From an optimization exercise on the open Yosys and OpenROAD flow, aimed at small area, a short achievable clock period and few clock cycles; shortcuts taken in it are not production practice.
RTL that was checked went through simulation tests only; none was proved equivalent to the original.
No activity file was given, so power comes from the tool's default toggle rates.

job 5272:
==> flow/design.v <==
module dcache_hit (
   input  logic [7:0][24:0] tags,
   input  logic [7:0]       valid,
   input  logic [24:0]      addr_tag,
   input  logic [2:0]       idx,
   output logic             hit
);
   logic [7:0] line_hit;
   always_comb begin
      for (int i = 0; i < 8; i++) line_hit[i] = valid[i] && (tags[i] == addr_tag);
   end
   assign hit = line_hit[idx];
endmodule
module dcache_rdmux (
   input  logic [7:0][127:0] lines,
   input  logic [2:0]        idx,
   input  logic [1:0]        word,
   input  logic              use_mem,
   input  logic [127:0]      mem,
   output logic [127:0]      line,
   output logic [31:0]       rdata
);
   assign line = lines[idx];
   always_comb begin
      if (use_mem) rdata = mem[word*32 +: 32];
      else         rdata = line[word*32 +: 32];
   end
endmodule
module dcache_controller (
   input  logic         CLK,
   input  logic         RESET_N,
   input  logic         CPU_READ,
   input  logic         CPU_WRITE,
   input  logic [31:0]  CPU_ADDRESS,
   input  logic [31:0]  CPU_WRITEDATA,
   output logic [31:0]  CPU_READDATA,
   output logic         CPU_BUSYWAIT,
   output logic         MEM_READ,
   output logic         MEM_WRITE,
   output logic [27:0]  MEM_ADDRESS,
   output logic [127:0] MEM_WRITEDATA,
   input  logic [127:0] MEM_READDATA,
   input  logic         MEM_BUSYWAIT
);
   logic [7:0][127:0] data_q;
   logic [7:0][24:0]  tag_q;
   logic [7:0]        valid_q;
   logic [7:0]        dirty_q;
   logic              req_old_q;
   logic [24:0]  addr_tag;
   logic [2:0]   addr_idx;
   logic [1:0]   addr_word;
   logic         access;
   logic [24:0]  line_tag;
   logic [127:0] line_data;
   logic         line_vd;
   logic         hit;
   logic         mem_done;
   logic         fill;
   logic         wb_done;
   logic         store_hit;
   logic [127:0] line_in;
   logic         unused_addr_bits;
   assign addr_tag         = CPU_ADDRESS[31:7];
   assign addr_idx         = CPU_ADDRESS[6:4];
   assign addr_word        = CPU_ADDRESS[3:2];
   assign unused_addr_bits = ^CPU_ADDRESS[1:0];
   assign access = CPU_READ ^ CPU_WRITE;
   assign line_tag = tag_q[addr_idx];
   assign line_vd  = valid_q[addr_idx] && dirty_q[addr_idx];
   dcache_hit u_hit (
      .tags(tag_q), .valid(valid_q), .addr_tag(addr_tag), .idx(addr_idx), .hit(hit)
   );
   dcache_rdmux u_rd (
      .lines(data_q), .idx(addr_idx), .word(addr_word), .use_mem(req_old_q), .mem(MEM_READDATA),
      .line(line_data), .rdata(CPU_READDATA)
   );
   assign MEM_WRITE     = access && !hit && line_vd;
   assign MEM_READ      = access && !hit && !line_vd;
   assign MEM_ADDRESS   = line_vd ? {line_tag, addr_idx} : CPU_ADDRESS[31:4];
   assign MEM_WRITEDATA = line_data;
   assign mem_done  = req_old_q && !MEM_BUSYWAIT;
   assign fill      = mem_done && !line_vd;
   assign wb_done   = mem_done && line_vd;
   assign store_hit = access && CPU_WRITE && hit;
   assign CPU_BUSYWAIT = !hit && !fill;
   always_comb begin
      for (int w = 0; w < 4; w++) begin
         if (CPU_WRITE && addr_word == w) line_in[w*32 +: 32] = CPU_WRITEDATA;
         else                             line_in[w*32 +: 32] = MEM_READDATA[w*32 +: 32];
      end
   end
   always_ff @(posedge CLK) begin
      for (int i = 0; i < 8; i++) begin
         if (addr_idx == i) begin
            if (fill) tag_q[i] <= addr_tag;
            for (int w = 0; w < 4; w++) begin
               if (fill || (store_hit && addr_word == w)) data_q[i][w*32 +: 32] <= line_in[w*32 +: 32];
            end
            if (fill || store_hit) dirty_q[i] <= CPU_WRITE;
            else if (wb_done)      dirty_q[i] <= 1'b0;
         end
      end
   end
   always_ff @(posedge CLK or negedge RESET_N) begin
      if (!RESET_N) begin
         req_old_q <= 1'b0;
         valid_q   <= 8'd0;
      end else begin
         req_old_q <= (MEM_READ || MEM_WRITE) && !mem_done;
         if (fill) valid_q[addr_idx] <= 1'b1;
      end
   end
endmodule
clock: 9.0 ns
lec_check: 0
cap_margin: 20
core_margin: 2
core_utilization: 55
place_density: 0.65
setup_slack_margin: 3.4
slew_margin: 20
tns_end_percent: 30
standard.sh (not shown) runs the stock make flow with config.mk's settings and CLKGATE_MAP_FILE= SYNTH_SCRIPT=/design/flow/synth_recipe.tcl, a recipe that flattens the netlist after the stock synthesis.
==> flow/flow/run.sh <==
#!/bin/bash
# Standard layout, with plain buffers on the ports (instead of delay cells), resizing free to
# change a cell's footprint, and a clock tree of fewer, smaller buffers without dummy loads.
# Every tool's output goes to a log file in this folder.
set -euo pipefail
export BUFFER_PORTS_ARGS="-buffer_cell sky130_fd_sc_hd__buf_1"
export CTS_ARGS="-sink_clustering_enable -repair_clock_nets -dont_use_dummy_load -root_buf sky130_fd_sc_hd__clkbuf_16 -buf_list {sky130_fd_sc_hd__clkbuf_8} -sink_clustering_size 16 -sink_clustering_max_diameter 60"
bash standard.sh MATCH_CELL_FOOTPRINT=0 finish > standard.log 2>&1
Testbench counts of job 5272, summed over its fixed seeds: cycles 72,898.
Edits applied to the flow inputs when going from job 5272 to job 9598:
--- a/flow/design.v
+++ b/flow/design.v
@@ -19,13 +19,12 @@
    input  logic [127:0]      mem,
    output logic [127:0]      line,
    output logic [31:0]       rdata
 );
+   logic [127:0] src;
    assign line = lines[idx];
-   always_comb begin
-      if (use_mem) rdata = mem[word*32 +: 32];
-      else         rdata = line[word*32 +: 32];
-   end
+   assign src  = use_mem ? mem : line;
+   assign rdata = src[word*32 +: 32];
 endmodule
 module dcache_controller (
    input  logic         CLK,
    input  logic         RESET_N,
Final cell area excluding filler cells ends up lower on job 5272. Total stage count of the critical path, job 5272 and job 9598, higher one = job 9598. Job 9598: overall global routing resource usage is 1.0 points higher than what job 5272 reported. CPU_READDATA[2] as the destination of the critical timing path was reported by job 9598, and CPU_READDATA[15] by job 5272. Compared with job 5272, in job 9598 total routed wire length on the met1 layer shows an increase of 5.0%, final clock period utilization by the worst path shows an increase of 0.43 points. Compared job 9598 against job 5272; via count within noise. Job 9598 against job 5272: XOR/XNOR share of the synthesized area level; power per cell area moved up; share of post-route cells with drive strength above 1 moved up.
The RTL of job 9598 was laid out without a check of its function.

Another version of the RTL of dcache_controller (not shown whole).
Size in the first run: about 2,800 cells after synthesis, about 390 I/O pins.
==> module dcache_hit, before the edit <==
module dcache_hit (
   input  logic [7:0][24:0] tags,
   input  logic [7:0]       valid,
   input  logic [24:0]      addr_tag,
   input  logic [2:0]       idx,
   output logic             hit
);
   logic [7:0] line_hit;
   always_comb begin
      for (int i = 0; i < 8; i++) line_hit[i] = valid[i] && (tags[i] == addr_tag);
   end
   assign hit = line_hit[idx];
endmodule
==> module dcache_rdmux, before the edit <==
module dcache_rdmux (
   input  logic [7:0][127:0] lines,
   input  logic [2:0]        idx,
   input  logic [1:0]        word,
   input  logic              use_mem,
   input  logic [127:0]      mem,
   output logic [127:0]      line,
   output logic [31:0]       rdata
);
   assign line  = use_mem ? mem : lines[idx];
   assign rdata = line[word*32 +: 32];
endmodule
==> module dcache_controller, before the edit <==
module dcache_controller (
   input  logic         CLK,
   input  logic         RESET_N,
   input  logic         CPU_READ,
   input  logic         CPU_WRITE,
   input  logic [31:0]  CPU_ADDRESS,
   input  logic [31:0]  CPU_WRITEDATA,
   output logic [31:0]  CPU_READDATA,
   output logic         CPU_BUSYWAIT,
   output logic         MEM_READ,
   output logic         MEM_WRITE,
   output logic [27:0]  MEM_ADDRESS,
   output logic [127:0] MEM_WRITEDATA,
   input  logic [127:0] MEM_READDATA,
   input  logic         MEM_BUSYWAIT
);
   logic [7:0][127:0] data_q;
   logic [7:0][24:0]  tag_q;
   logic [7:0]        valid_q;
   logic [7:0]        dirty_q;
   logic              req_old_q;
   logic              reading_q;
   logic [24:0]  addr_tag;
   logic [2:0]   addr_idx;
   logic [1:0]   addr_word;
   logic         access;
   logic [24:0]  line_tag;
   logic [127:0] line_data;
   logic         line_vd;
   logic         hit;
   logic         mem_done;
   logic         fill;
   logic         wb_done;
   logic         store_hit;
   logic [127:0] line_in;
   logic         unused_addr_bits;
   assign addr_tag         = CPU_ADDRESS[31:7];
   assign addr_idx         = CPU_ADDRESS[6:4];
   assign addr_word        = CPU_ADDRESS[3:2];
   assign unused_addr_bits = ^CPU_ADDRESS[1:0];
   assign access = CPU_READ ^ CPU_WRITE;
   assign line_tag = tag_q[addr_idx];
   assign line_vd  = valid_q[addr_idx] && dirty_q[addr_idx];
   dcache_hit u_hit (
      .tags(tag_q), .valid(valid_q), .addr_tag(addr_tag), .idx(addr_idx), .hit(hit)
   );
   dcache_rdmux u_rd (
      .lines(data_q), .idx(addr_idx), .word(addr_word), .use_mem(reading_q), .mem(MEM_READDATA),
      .line(line_data), .rdata(CPU_READDATA)
   );
   assign MEM_WRITE     = access && !hit && line_vd;
   assign MEM_READ      = access && !hit && !line_vd;
   assign MEM_ADDRESS   = line_vd ? {line_tag, addr_idx} : CPU_ADDRESS[31:4];
   assign MEM_WRITEDATA = line_data;
   assign mem_done  = req_old_q && !MEM_BUSYWAIT;
   assign fill      = mem_done && !line_vd;
   assign wb_done   = mem_done && line_vd;
   assign store_hit = access && CPU_WRITE && hit;
   assign CPU_BUSYWAIT = !hit && !fill;
   always_comb begin
      for (int w = 0; w < 4; w++) begin
         if (CPU_WRITE && addr_word == w) line_in[w*32 +: 32] = CPU_WRITEDATA;
         else                             line_in[w*32 +: 32] = MEM_READDATA[w*32 +: 32];
      end
   end
   always_ff @(posedge CLK) begin
      for (int i = 0; i < 8; i++) begin
         if (addr_idx == i) begin
            if (fill) tag_q[i] <= addr_tag;
            for (int w = 0; w < 4; w++) begin
               if (fill || (store_hit && addr_word == w)) data_q[i][w*32 +: 32] <= line_in[w*32 +: 32];
            end
            if (fill || store_hit) dirty_q[i] <= CPU_WRITE;
            else if (wb_done)      dirty_q[i] <= 1'b0;
         end
      end
   end
   always_ff @(posedge CLK or negedge RESET_N) begin
      if (!RESET_N) begin
         req_old_q <= 1'b0;
         reading_q <= 1'b0;
         valid_q   <= 8'd0;
      end else begin
         req_old_q <= (MEM_READ || MEM_WRITE) && !mem_done;
         reading_q <= MEM_READ && !mem_done;
         if (fill) valid_q[addr_idx] <= 1'b1;
      end
   end
endmodule
Settings: LEC_CHECK=0, CAP_MARGIN=20, CORE_MARGIN=2, CORE_UTILIZATION=55, PLACE_DENSITY=0.65, SETUP_SLACK_MARGIN=3.4, SLEW_MARGIN=20, TNS_END_PERCENT=30; clock period 9.0 ns.
Scripts as last shown in full above: flow/flow/run.sh
Rerun with:
--- a/flow/design.v
+++ b/flow/design.v
@@ -5,11 +5,7 @@
    input  logic [2:0]       idx,
    output logic             hit
 );
-   logic [7:0] line_hit;
-   always_comb begin
-      for (int i = 0; i < 8; i++) line_hit[i] = valid[i] && (tags[i] == addr_tag);
-   end
-   assign hit = line_hit[idx];
+   assign hit = valid[idx] && (tags[idx] == addr_tag);
 endmodule
 module dcache_rdmux (
    input  logic [7:0][127:0] lines,
@@ -20,8 +16,11 @@
    output logic [127:0]      line,
    output logic [31:0]       rdata
 );
-   assign line  = use_mem ? mem : lines[idx];
-   assign rdata = line[word*32 +: 32];
+   assign line = lines[idx];
+   always_comb begin
+      if (use_mem) rdata = mem[word*32 +: 32];
+      else         rdata = line[word*32 +: 32];
+   end
 endmodule
 module dcache_controller (
    input  logic         CLK,
@@ -44,7 +43,6 @@
    logic [7:0]        valid_q;
    logic [7:0]        dirty_q;
    logic              req_old_q;
-   logic              reading_q;
    logic [24:0]  addr_tag;
    logic [2:0]   addr_idx;
    logic [1:0]   addr_word;
@@ -70,7 +68,7 @@
       .tags(tag_q), .valid(valid_q), .addr_tag(addr_tag), .idx(addr_idx), .hit(hit)
    );
    dcache_rdmux u_rd (
-      .lines(data_q), .idx(addr_idx), .word(addr_word), .use_mem(reading_q), .mem(MEM_READDATA),
+      .lines(data_q), .idx(addr_idx), .word(addr_word), .use_mem(req_old_q), .mem(MEM_READDATA),
       .line(line_data), .rdata(CPU_READDATA)
    );
    assign MEM_WRITE     = access && !hit && line_vd;
@@ -103,11 +101,9 @@
    always_ff @(posedge CLK or negedge RESET_N) begin
       if (!RESET_N) begin
          req_old_q <= 1'b0;
-         reading_q <= 1'b0;
          valid_q   <= 8'd0;
       end else begin
          req_old_q <= (MEM_READ || MEM_WRITE) && !mem_done;
-         reading_q <= MEM_READ && !mem_done;
          if (fill) valid_q[addr_idx] <= 1'b1;
       end
    end
What happened:
- non-clock buffer count increases by 72
- worst setup slack gets worse by 0.24 ns
- fmax went down by a few percent
- routed wire length went down by a few percent
- power shrinks slightly
- hold slack degrades by 0.0059 ns
No run of this note included a check of the RTL's function; only the layout flow was run.

==> afterwards: timing with drivers on the ports <==
The flow's constraints put no driver on any port. The routed layouts listed below were extracted and timed again, unchanged, in two steps. Step 1: set_driving_cell puts a clkbuf_16 on CLK and a buf_2 on each other input, an assumption about the parent block. Step 2 moves the port delays by t, midway between the first and last clock arrival at a register: inputs arrive t later, outputs are due t later. That takes back most of the time a late clock gives input paths. Three values: ideal ports, drivers, drivers and shift; two values: the first two.
run | t (ns) | setup WS [ns] | worst slew at a driven data input, ns
job 5272 | 0.699 | 3.358 / 2.981 / 2.908 | 0.41
job 9598 | 0.711 | 3.319 / 2.998 / 2.998 | 0.39
the first run of note 2 | 0.704 | 3.252 / 2.864 / 2.729 | 0.44
the second run of note 2 | 0.696 | 3.010 / 2.734 / 2.415 | 0.31
After both steps setup and hold are still met in every run listed. For the second run of note 2, which loses most, drivers alone change the setup slack by -0.276 ns; drivers and shift together by -0.595 ns.
